What follows belongs to an exercise in optimizing a design on an open flow for small area, a short achievable clock period and few clock cycles; a production flow would make more cautious choices.
Only simulation tests tie the RTL to the original design; equivalence was not proved.

==> inputs of maple <==
## radix_number_string_parser_unit
module radix_number_string_parser_unit #(
  parameter int VALUE_BITS    = 48,
  parameter int FRACTION_BITS = 16
) (
  input  logic                  clk_i,
  input  logic                  rst_ni,
  input  logic                  cfg_we_i,
  input  logic [5:0]            cfg_data_i,
  input  logic                  in_valid_i,
  output logic                  in_ready_o,
  input  logic [7:0]            char_code_i,
  input  logic                  is_last_i,
  output logic                  out_valid_o,
  input  logic                  out_ready_i,
  output logic [2:0]            status_o,
  output logic signed [VALUE_BITS-1:0] value_o
);
clock: 10.0 ns
lec_check: 0
cap_margin: 20
core_margin: 2
core_utilization: 40
slew_margin: 20
run.sh (not shown) runs the stock make flow with config.mk's settings and CLKGATE_MAP_FILE= SYNTH_SCRIPT=/design/flow/synth_recipe.tcl, a recipe that flattens the netlist after the stock synthesis.
==> cedar (differences from maple) <==
--- a/flow/design.v
+++ b/flow/design.v
@@ -96,26 +96,26 @@
     end else if (r < 6'd2) begin
       e = 6'd2;
     end else if (r > 6'd36) begin
       e = 6'd36;
     end
     eff_radix = e;
   endfunction
-  function automatic logic [13:0] div8(input logic [5:0] rem_in,
-                                       input logic [7:0] bits,
-                                       input logic [5:0] r,
-                                       input logic [6:0] r2,
-                                       input logic [6:0] r3);
+  function automatic logic [9:0] div4(input logic [5:0] rem_in,
+                                      input logic [3:0] bits,
+                                      input logic [5:0] r,
+                                      input logic [6:0] r2,
+                                      input logic [6:0] r3);
     logic [7:0] t;
     logic [8:0] s1, s2, s3;
     logic [5:0] rm;
-    logic [7:0] q;
+    logic [3:0] q;
     rm = rem_in;
     q  = '0;
-    for (int i = 3; i >= 0; i--) begin
+    for (int i = 1; i >= 0; i--) begin
       t  = {rm, bits[2*i+1], bits[2*i]};
       s1 = {1'b0, t} - {3'd0, r};
       s2 = {1'b0, t} - {2'd0, r2};
       s3 = {1'b0, t} - {2'd0, r3};
       if (!s3[8]) begin
         q[2*i +: 2] = 2'd3;
         rm = s3[5:0];
@@ -126,15 +126,15 @@
         q[2*i +: 2] = 2'd1;
         rm = s1[5:0];
       end else begin
         q[2*i +: 2] = 2'd0;
         rm = t[5:0];
       end
     end
-    div8 = {rm, q};
+    div4 = {rm, q};
   endfunction
   logic [5:0]  r_q;
   logic [6:0]  r3_q;
   logic [5:0]  nsat_q;
   logic [5:0]  c_q;
   logic        p2_q;
   logic [5:0]  cfg_eff;
@@ -219,24 +219,27 @@
       s_q <= in_ent;
     end
   end
   logic [5:0] h_dv;
   logic       h_dig, h_space, h_sign, h_minus, h_point, h_last, h_bad;
   assign {h_last, h_point, h_minus, h_sign, h_space, h_dig, h_dv} = h_q;
   assign h_bad = !h_dig && !h_space && !h_sign && !h_point;
-  logic [47:0] w_q;
+  logic [47:0] w_q, w_d;
+  logic [23:0] wm_q;     
+  logic        mh_d;
   logic [5:0]  n_q, k_q;
   logic [1:0]  phase_q;
   logic        point_q, neg_q, fresh_q;
   logic        mh_q;
   logic [5:0]  wc6_q;
   logic [2:0]  ck_q, ck_cnt_q;
   logic        ck_last_q;
   logic        pa_v_q;
   logic [2:0]  pa_op_q;
+  logic        pa_hi_q, pa_mul_q;
   logic [29:0] pa_p_q;
   logic [2:0]  pa_err_q;
   logic        pa_cchk_q, pa_first_q, pa_last_q, pa_neg_q, pa_pt_q;
   logic [47:0] acc_q, value_q;
   logic        clo_q;
   logic [2:0]  erra_q;
   logic        nega_q, pta_q, fina_q;
@@ -250,26 +253,25 @@
   assign ph_c = fresh_q ? PH_NONE : phase_q;
   assign pt_c = fresh_q ? 1'b0 : point_q;
   assign ng_c = fresh_q ? 1'b0 : neg_q;
   assign n_c  = fresh_q ? 6'd0 : n_q;
   assign sat  = (n_c >= nsat_q);
   assign top  = (n_c == nsat_q - 6'd1);
   logic        ck_idle;
-  logic [5:0]  dmul, chunk;
+  logic [5:0]  dmul;
   logic [23:0] w_in;
   logic [29:0] prod_d, prod_r;
-  logic        big;
+  logic        big, big_q;
   logic [47:0] w_step;
   assign ck_idle = (ck_q == CK_IDLE);
-  assign chunk   = value_q[6*ck_cnt_q +: 6];
-  assign dmul    = (ck_q == CK_MUL) ? chunk : h_dv;
-  assign w_in    = mh_q ? w_q[47:24] : w_q[23:0];
+  assign dmul    = (ck_q == CK_MUL) ? value_q[5:0] : h_dv;
+  assign w_in    = wm_q;
   assign prod_d  = w_in * dmul;
   assign prod_r  = w_in * r_q + {24'd0, mh_q ? wc6_q : 6'd0};
-  assign big     = |w_q[47:24];
+  assign big     = big_q;
   assign w_step  = mh_q ? {prod_r[23:0], w_q[23:0]} : {18'd0, prod_r};
   logic ch_go;      
   logic dig_lo;     
   logic drec_go, drec_lo;
   logic mul_go, mul_lo;
   logic adv;
   assign dig_lo  = h_dig && !fresh_q && !sat && big && !mh_q;
@@ -326,45 +328,74 @@
         pt_n = 1'b1;
         vpnt = 1'b1;
       end
     end else begin
       cerr = ST_BAD;
     end
   end
-  logic        y1_fire, y1_first;
-  logic [13:0] y1_out, y2_out;
-  logic [7:0]  yh_q, yl_q;
-  logic [5:0]  yrem_q;
-  logic        y2_v_q, y2_first_q;
-  logic        y_first_q;
+  logic        y1_fire;
+  logic [9:0]  y1_out, y2_out, y3_out, y4_out;
+  logic [3:0]  yb1_q, yb2_q, yb3_q, yb4_q;
+  logic [5:0]  yr1_q, yr2_q, yr3_q;
+  logic        y2_v_q, y3_v_q, y4_v_q;
+  logic        y_first_q, y2_first_q, y3_first_q, y4_first_q;
   logic [15:0] yf_q;
-  assign y1_fire  = adv && h_dig && !pt_c;
-  assign y1_first = y_first_q;
-  assign y1_out   = div8(h_dv, y1_first ? 8'd0 : yh_q, r_q, {r_q, 1'b0}, r3_q);
-  assign y2_out   = div8(yrem_q, y2_first_q ? 8'd0 : yl_q, r_q, {r_q, 1'b0}, r3_q);
+  logic [2:0]  cap_q;
+  assign y1_fire = adv && h_dig && !pt_c;
+  assign y1_out  = div4(h_dv, y_first_q ? 4'd0 : yb1_q, r_q, {r_q, 1'b0}, r3_q);
+  assign y2_out  = div4(yr1_q, y2_first_q ? 4'd0 : yb2_q, r_q, {r_q, 1'b0}, r3_q);
+  assign y3_out  = div4(yr2_q, y3_first_q ? 4'd0 : yb3_q, r_q, {r_q, 1'b0}, r3_q);
+  assign y4_out  = div4(yr3_q, y4_first_q ? 4'd0 : yb4_q, r_q, {r_q, 1'b0}, r3_q);
   always_ff @(posedge clk_i) begin
     if (y1_fire) begin
-      yh_q   <= y1_out[7:0];
-      yrem_q <= y1_out[13:8];
+      yb1_q <= y1_out[3:0];
+      yr1_q <= y1_out[9:4];
     end
     if (y2_v_q) begin
-      yl_q <= y2_out[7:0];
+      yb2_q <= y2_out[3:0];
+      yr2_q <= y2_out[9:4];
+    end
+    if (y3_v_q) begin
+      yb3_q <= y3_out[3:0];
+      yr3_q <= y3_out[9:4];
+    end
+    if (y4_v_q) begin
+      yb4_q <= y4_out[3:0];
     end
     if (adv && vpnt) begin
-      yf_q <= {yh_q, y2_v_q ? y2_out[7:0] : yl_q};
+      yf_q[15:12] <= yb1_q;
+    end
+    if (cap_q[0]) begin
+      yf_q[11:8] <= yb2_q;
+    end
+    if (cap_q[1]) begin
+      yf_q[7:4] <= yb3_q;
+    end
+    if (cap_q[2]) begin
+      yf_q[3:0] <= yb4_q;
     end
   end
   always_ff @(posedge clk_i or negedge rst_ni) begin
     if (!rst_ni) begin
       y2_v_q     <= 1'b0;
-      y2_first_q <= 1'b0;
+      y3_v_q     <= 1'b0;
+      y4_v_q     <= 1'b0;
       y_first_q  <= 1'b1;
+      y2_first_q <= 1'b0;
+      y3_first_q <= 1'b0;
+      y4_first_q <= 1'b0;
+      cap_q      <= 3'd0;
     end else begin
       y2_v_q     <= y1_fire;
-      y2_first_q <= y1_first;
+      y3_v_q     <= y2_v_q;
+      y4_v_q     <= y3_v_q;
+      y2_first_q <= y_first_q;
+      y3_first_q <= y2_first_q;
+      y4_first_q <= y3_first_q;
+      cap_q      <= {cap_q[1:0], adv && vpnt};
       if (adv && h_last) begin
         y_first_q <= 1'b1;
       end else if (adv && h_dig) begin
         y_first_q <= 1'b0;
       end
     end
   end
@@ -376,21 +407,15 @@
       ck_cnt_q  <= 3'd0;
       ck_last_q <= 1'b0;
       pa_v_q    <= 1'b0;
     end else begin
       if (adv) begin
         fresh_q <= h_last;
       end
-      if (ch_go && h_dig && !fresh_q && !sat && big) begin
-        mh_q <= !mh_q;
-      end else if (drec_go && big) begin
-        mh_q <= !mh_q;
-      end else if (mul_go && big) begin
-        mh_q <= !mh_q;
-      end
+      mh_q <= mh_d;
       if (ch_go || mul_go || ((ck_q == CK_DREC) && (k_q == 6'd0) && p_ready) ||
           ((ck_q == CK_RES) && p_ready)) begin
         pa_v_q <= 1'b1;
       end else if (a_go) begin
         pa_v_q <= 1'b0;
       end
       case (ck_q)
@@ -423,97 +448,130 @@
           if (p_ready) begin
             ck_q <= CK_IDLE;
           end
         end
       endcase
     end
   end
+  always_comb begin
+    mh_d = mh_q;
+    if ((ch_go && h_dig && !fresh_q && !sat && big) || (drec_go && big) || (mul_go && big)) begin
+      mh_d = !mh_q;
+    end
+    w_d = w_q;
+    if (ch_go) begin
+      if (dig_lo) begin
+        w_d[23:0] = prod_r[23:0];
+      end else if (fresh_q) begin
+        w_d = h_dig ? {42'd0, r_q} : 48'd1;
+      end else if (vpnt || pchk) begin
+        w_d = 48'd1;
+      end else if (h_dig) begin
+        w_d = w_step;
+      end
+    end else if (drec_go) begin
+      if (drec_lo) begin
+        w_d[23:0] = prod_r[23:0];
+      end else begin
+        w_d = w_step;
+      end
+    end
+  end
   always_ff @(posedge clk_i) begin
+    w_q  <= w_d;
+    wm_q <= mh_d ? w_d[47:24] : w_d[23:0];
     if (ch_go) begin
       if (dig_lo) begin
-        w_q[23:0] <= prod_r[23:0];
         wc6_q     <= prod_r[29:24];
       end else begin
         phase_q <= ph_n;
         point_q <= pt_n;
         neg_q   <= ng_n;
         n_q     <= n_c + {5'd0, h_dig && !(&n_c)};
         if (fresh_q) begin
-          w_q <= h_dig ? {42'd0, r_q} : 48'd1;
+          big_q <= 1'b0;
         end else if (vpnt || pchk) begin
-          w_q <= 48'd1;
+          big_q <= 1'b0;
         end else if (h_dig) begin
-          w_q <= w_step;
+          big_q <= mh_q || (|prod_r[29:24]);
         end
         if (vpnt) begin
           k_q <= n_c;
         end
       end
     end else if (drec_go) begin
       if (drec_lo) begin
-        w_q[23:0] <= prod_r[23:0];
-        wc6_q     <= prod_r[29:24];
+        wc6_q <= prod_r[29:24];
       end else begin
-        w_q <= w_step;
-        k_q <= k_q - 6'd1;
+        big_q <= mh_q || (|prod_r[29:24]);
+        k_q   <= k_q - 6'd1;
       end
     end
     if (ch_go) begin
       pa_p_q     <= fresh_q ? {24'd0, h_dv} : prod_d;
       pa_first_q <= fresh_q;
       pa_neg_q   <= ng_n;
       pa_pt_q    <= pt_n;
       if (dig_lo) begin
         pa_op_q    <= OP_ADD;
+        pa_hi_q    <= 1'b0;
+        pa_mul_q   <= 1'b0;
         pa_err_q   <= ST_OK;
         pa_cchk_q  <= 1'b0;
         pa_last_q  <= 1'b0;
         pa_first_q <= 1'b0;
       end else begin
         pa_op_q   <= fresh_q ? OP_LOAD : (vpnt ? OP_ZERO : (mh_q ? OP_ADDHI : OP_ADD));
+        pa_hi_q   <= !fresh_q && !vpnt && mh_q;
+        pa_mul_q  <= 1'b0;
         pa_err_q  <= cerr;
         pa_cchk_q <= cchk;
         pa_last_q <= h_last && !pchk;
       end
     end else if (mul_go) begin
       pa_p_q     <= prod_d;
       pa_op_q    <= mul_lo ? OP_ADD : (mh_q ? OP_MULHI : OP_MUL);
+      pa_hi_q    <= mh_q;
+      pa_mul_q   <= !mul_lo;
       pa_err_q   <= ST_OK;
       pa_cchk_q  <= 1'b0;
       pa_first_q <= 1'b0;
       pa_last_q  <= 1'b0;
     end else if (p_ready) begin
       pa_op_q    <= (ck_q == CK_DREC) ? OP_SWAP : OP_RES;
+      pa_hi_q    <= 1'b0;
+      pa_mul_q   <= 1'b0;
       pa_err_q   <= ST_OK;
       pa_cchk_q  <= 1'b0;
       pa_first_q <= 1'b0;
       pa_last_q  <= (ck_q == CK_RES) && ck_last_q;
       pa_neg_q   <= neg_q;
       pa_pt_q    <= point_q;
     end
   end
-  logic        op_hi, op_mul;
+  logic        op_hi, op_mul, op_z;
   logic [54:0] sum;
   logic        carry;
   logic [2:0]  char_err;
-  assign op_hi  = (pa_op_q == OP_ADDHI) || (pa_op_q == OP_MULHI);
-  assign op_mul = (pa_op_q == OP_MUL) || (pa_op_q == OP_MULHI);
-  assign sum    = {6'd0, op_hi & clo_q, acc_q} +
+  assign op_hi  = pa_hi_q;
+  assign op_mul = pa_mul_q;
+  assign op_z   = (pa_op_q == OP_LOAD) || (pa_op_q == OP_ZERO);
+  assign sum    = {6'd0, op_hi & clo_q, op_z ? 48'd0 : acc_q} +
                   (op_hi ? {1'b0, pa_p_q, 24'd0} : {25'd0, pa_p_q});
   assign carry  = |sum[54:48];
   always_comb begin
     char_err = pa_err_q;
     if (pa_err_q == ST_OK) begin
       if ((pa_cchk_q && carry) || ((pa_op_q == OP_RES) && (|acc_q))) begin
         char_err = ST_OVF;
       end
     end
   end
   assign vq_free = !out_valid_q || out_ready_i;
-  assign asm_now = fina_q && vq_free;
+  assign asm_now = fina_q && vq_free && !(|cap_q);
   assign a_go    = pa_v_q && (!fina_q || asm_now) && !((pa_op_q == OP_ZERO) && !vq_free);
   assign p_ready = !pa_v_q || a_go;
   logic [15:0] fq;
   logic [47:0] qv, qneg;
   logic        r_ovf;
   logic [2:0]  res_status;
   logic [47:0] res_value;
@@ -554,47 +612,38 @@
       end else if (asm_now) begin
         fina_q <= 1'b0;
       end
     end
   end
   always_ff @(posedge clk_i) begin
     if (a_go) begin
-      case (pa_op_q)
-        OP_ADD, OP_ADDHI: begin
-          acc_q <= sum[47:0];
-          clo_q <= sum[48];
-        end
-        OP_LOAD: begin
-          acc_q <= {18'd0, pa_p_q};
-        end
-        OP_ZERO: begin
-          acc_q   <= '0;
-          value_q <= acc_q;
-        end
-        OP_MUL, OP_MULHI: begin
-          acc_q <= sum[53:6];
-        end
-        OP_SWAP: begin
-          acc_q   <= value_q;
-          value_q <= acc_q;
-        end
-        default: begin
-          acc_q <= value_q;
-        end
-      endcase
+      if (op_mul) begin
+        acc_q <= sum[53:6];
+      end else if (pa_op_q == OP_SWAP || pa_op_q == OP_RES) begin
+        acc_q <= value_q;
+      end else begin
+        acc_q <= sum[47:0];
+      end
+      clo_q <= sum[48];
+      if (pa_op_q == OP_ZERO || pa_op_q == OP_SWAP) begin
+        value_q <= acc_q;
+      end
       if (pa_first_q) begin
         erra_q <= char_err;
       end else if (erra_q == ST_OK) begin
         erra_q <= char_err;
       end
       if (pa_last_q) begin
         nega_q <= pa_neg_q;
         pta_q  <= pa_pt_q;
       end
     end
+    if (mul_go && !mul_lo) begin
+      value_q <= {value_q[5:0], value_q[47:6]};
+    end
     if (asm_now) begin
       value_q <= res_value;
     end
   end
   assign out_valid_o = out_valid_q;
   assign status_o    = status_q;
   assign value_o     = value_q;
Settings changed: ABC_CLOCK_PERIOD_IN_PS set to 5000, SETUP_SLACK_MARGIN set to 4.5.
==> harbor (differences from maple) <==
--- a/flow/design.v
+++ b/flow/design.v
@@ -96,26 +96,26 @@
     end else if (r < 6'd2) begin
       e = 6'd2;
     end else if (r > 6'd36) begin
       e = 6'd36;
     end
     eff_radix = e;
   endfunction
-  function automatic logic [13:0] div8(input logic [5:0] rem_in,
-                                       input logic [7:0] bits,
-                                       input logic [5:0] r,
-                                       input logic [6:0] r2,
-                                       input logic [6:0] r3);
+  function automatic logic [9:0] div4(input logic [5:0] rem_in,
+                                      input logic [3:0] bits,
+                                      input logic [5:0] r,
+                                      input logic [6:0] r2,
+                                      input logic [6:0] r3);
     logic [7:0] t;
     logic [8:0] s1, s2, s3;
     logic [5:0] rm;
-    logic [7:0] q;
+    logic [3:0] q;
     rm = rem_in;
     q  = '0;
-    for (int i = 3; i >= 0; i--) begin
+    for (int i = 1; i >= 0; i--) begin
       t  = {rm, bits[2*i+1], bits[2*i]};
       s1 = {1'b0, t} - {3'd0, r};
       s2 = {1'b0, t} - {2'd0, r2};
       s3 = {1'b0, t} - {2'd0, r3};
       if (!s3[8]) begin
         q[2*i +: 2] = 2'd3;
         rm = s3[5:0];
@@ -126,15 +126,15 @@
         q[2*i +: 2] = 2'd1;
         rm = s1[5:0];
       end else begin
         q[2*i +: 2] = 2'd0;
         rm = t[5:0];
       end
     end
-    div8 = {rm, q};
+    div4 = {rm, q};
   endfunction
   logic [5:0]  r_q;
   logic [6:0]  r3_q;
   logic [5:0]  nsat_q;
   logic [5:0]  c_q;
   logic        p2_q;
   logic [5:0]  cfg_eff;
@@ -326,45 +326,74 @@
         pt_n = 1'b1;
         vpnt = 1'b1;
       end
     end else begin
       cerr = ST_BAD;
     end
   end
-  logic        y1_fire, y1_first;
-  logic [13:0] y1_out, y2_out;
-  logic [7:0]  yh_q, yl_q;
-  logic [5:0]  yrem_q;
-  logic        y2_v_q, y2_first_q;
-  logic        y_first_q;
+  logic        y1_fire;
+  logic [9:0]  y1_out, y2_out, y3_out, y4_out;
+  logic [3:0]  yb1_q, yb2_q, yb3_q, yb4_q;
+  logic [5:0]  yr1_q, yr2_q, yr3_q;
+  logic        y2_v_q, y3_v_q, y4_v_q;
+  logic        y_first_q, y2_first_q, y3_first_q, y4_first_q;
   logic [15:0] yf_q;
-  assign y1_fire  = adv && h_dig && !pt_c;
-  assign y1_first = y_first_q;
-  assign y1_out   = div8(h_dv, y1_first ? 8'd0 : yh_q, r_q, {r_q, 1'b0}, r3_q);
-  assign y2_out   = div8(yrem_q, y2_first_q ? 8'd0 : yl_q, r_q, {r_q, 1'b0}, r3_q);
+  logic [2:0]  cap_q;
+  assign y1_fire = adv && h_dig && !pt_c;
+  assign y1_out  = div4(h_dv, y_first_q ? 4'd0 : yb1_q, r_q, {r_q, 1'b0}, r3_q);
+  assign y2_out  = div4(yr1_q, y2_first_q ? 4'd0 : yb2_q, r_q, {r_q, 1'b0}, r3_q);
+  assign y3_out  = div4(yr2_q, y3_first_q ? 4'd0 : yb3_q, r_q, {r_q, 1'b0}, r3_q);
+  assign y4_out  = div4(yr3_q, y4_first_q ? 4'd0 : yb4_q, r_q, {r_q, 1'b0}, r3_q);
   always_ff @(posedge clk_i) begin
     if (y1_fire) begin
-      yh_q   <= y1_out[7:0];
-      yrem_q <= y1_out[13:8];
+      yb1_q <= y1_out[3:0];
+      yr1_q <= y1_out[9:4];
     end
     if (y2_v_q) begin
-      yl_q <= y2_out[7:0];
+      yb2_q <= y2_out[3:0];
+      yr2_q <= y2_out[9:4];
+    end
+    if (y3_v_q) begin
+      yb3_q <= y3_out[3:0];
+      yr3_q <= y3_out[9:4];
+    end
+    if (y4_v_q) begin
+      yb4_q <= y4_out[3:0];
     end
     if (adv && vpnt) begin
-      yf_q <= {yh_q, y2_v_q ? y2_out[7:0] : yl_q};
+      yf_q[15:12] <= yb1_q;
+    end
+    if (cap_q[0]) begin
+      yf_q[11:8] <= yb2_q;
+    end
+    if (cap_q[1]) begin
+      yf_q[7:4] <= yb3_q;
+    end
+    if (cap_q[2]) begin
+      yf_q[3:0] <= yb4_q;
     end
   end
   always_ff @(posedge clk_i or negedge rst_ni) begin
     if (!rst_ni) begin
       y2_v_q     <= 1'b0;
-      y2_first_q <= 1'b0;
+      y3_v_q     <= 1'b0;
+      y4_v_q     <= 1'b0;
       y_first_q  <= 1'b1;
+      y2_first_q <= 1'b0;
+      y3_first_q <= 1'b0;
+      y4_first_q <= 1'b0;
+      cap_q      <= 3'd0;
     end else begin
       y2_v_q     <= y1_fire;
-      y2_first_q <= y1_first;
+      y3_v_q     <= y2_v_q;
+      y4_v_q     <= y3_v_q;
+      y2_first_q <= y_first_q;
+      y3_first_q <= y2_first_q;
+      y4_first_q <= y3_first_q;
+      cap_q      <= {cap_q[1:0], adv && vpnt};
       if (adv && h_last) begin
         y_first_q <= 1'b1;
       end else if (adv && h_dig) begin
         y_first_q <= 1'b0;
       end
     end
   end
@@ -505,15 +534,15 @@
     if (pa_err_q == ST_OK) begin
       if ((pa_cchk_q && carry) || ((pa_op_q == OP_RES) && (|acc_q))) begin
         char_err = ST_OVF;
       end
     end
   end
   assign vq_free = !out_valid_q || out_ready_i;
-  assign asm_now = fina_q && vq_free;
+  assign asm_now = fina_q && vq_free && !(|cap_q);
   assign a_go    = pa_v_q && (!fina_q || asm_now) && !((pa_op_q == OP_ZERO) && !vq_free);
   assign p_ready = !pa_v_q || a_go;
   logic [15:0] fq;
   logic [47:0] qv, qneg;
   logic        r_ovf;
   logic [2:0]  res_status;
   logic [47:0] res_value;
Settings changed: ABC_CLOCK_PERIOD_IN_PS set to 5000, SETUP_SLACK_MARGIN set to 4.
==> summary of the runs <==
- maple completed with no timing, DRC or antenna violations. harbor completed with no timing, DRC or antenna violations. cedar finished clean.
- Via count: cedar > harbor > maple.
- Against maple, the non-clock buffer count of harbor is higher by 56.
- Synthesized cell count: maple is smaller than cedar (about 3.2%).
- Worst hold slack, highest first: cedar, maple, harbor.
Testbench counts of maple, summed over its fixed seeds: cycles 5,598.
Testbench counts of cedar, summed over its fixed seeds: cycles 5,664.
Testbench counts of harbor, summed over its fixed seeds: cycles 5,664.

## what the ideal ports hide
The flow's constraints put no driver on any port. The routed layouts listed below were extracted and timed again, unchanged, in two steps.
Step 1, drivers: a clkbuf_16 drives clk_i and a buf_2 each remaining input, both assumed.
Step 2, shift: input delay + t, output delay - t, t = (earliest + latest rising clock arrival at the registers) / 2. This alone moves slack from input paths to output paths.
Three values: ideal, step 1, step 2; two values: the first two.
run	t (ns)	slack for setup (ns)	latest minus earliest clock arrival (ns)	worst register clock-pin slew, ns	pins driven straight from the clock port
maple	0.617	0.646 / 0.646 / 0.646	0.019 / 0.019	0.07 / 0.07	1
cedar	0.669	4.487 / 4.487 / 4.098	0.022 / 0.023	0.07 / 0.07	1
harbor	0.651	4.119 / 4.119 / 3.950	0.055 / 0.055	0.07 / 0.07	1
After both steps every run listed still meets setup and hold. The setup slack of cedar, which loses most, moves by 0.000 ns with the drivers and by -0.389 ns with both steps.
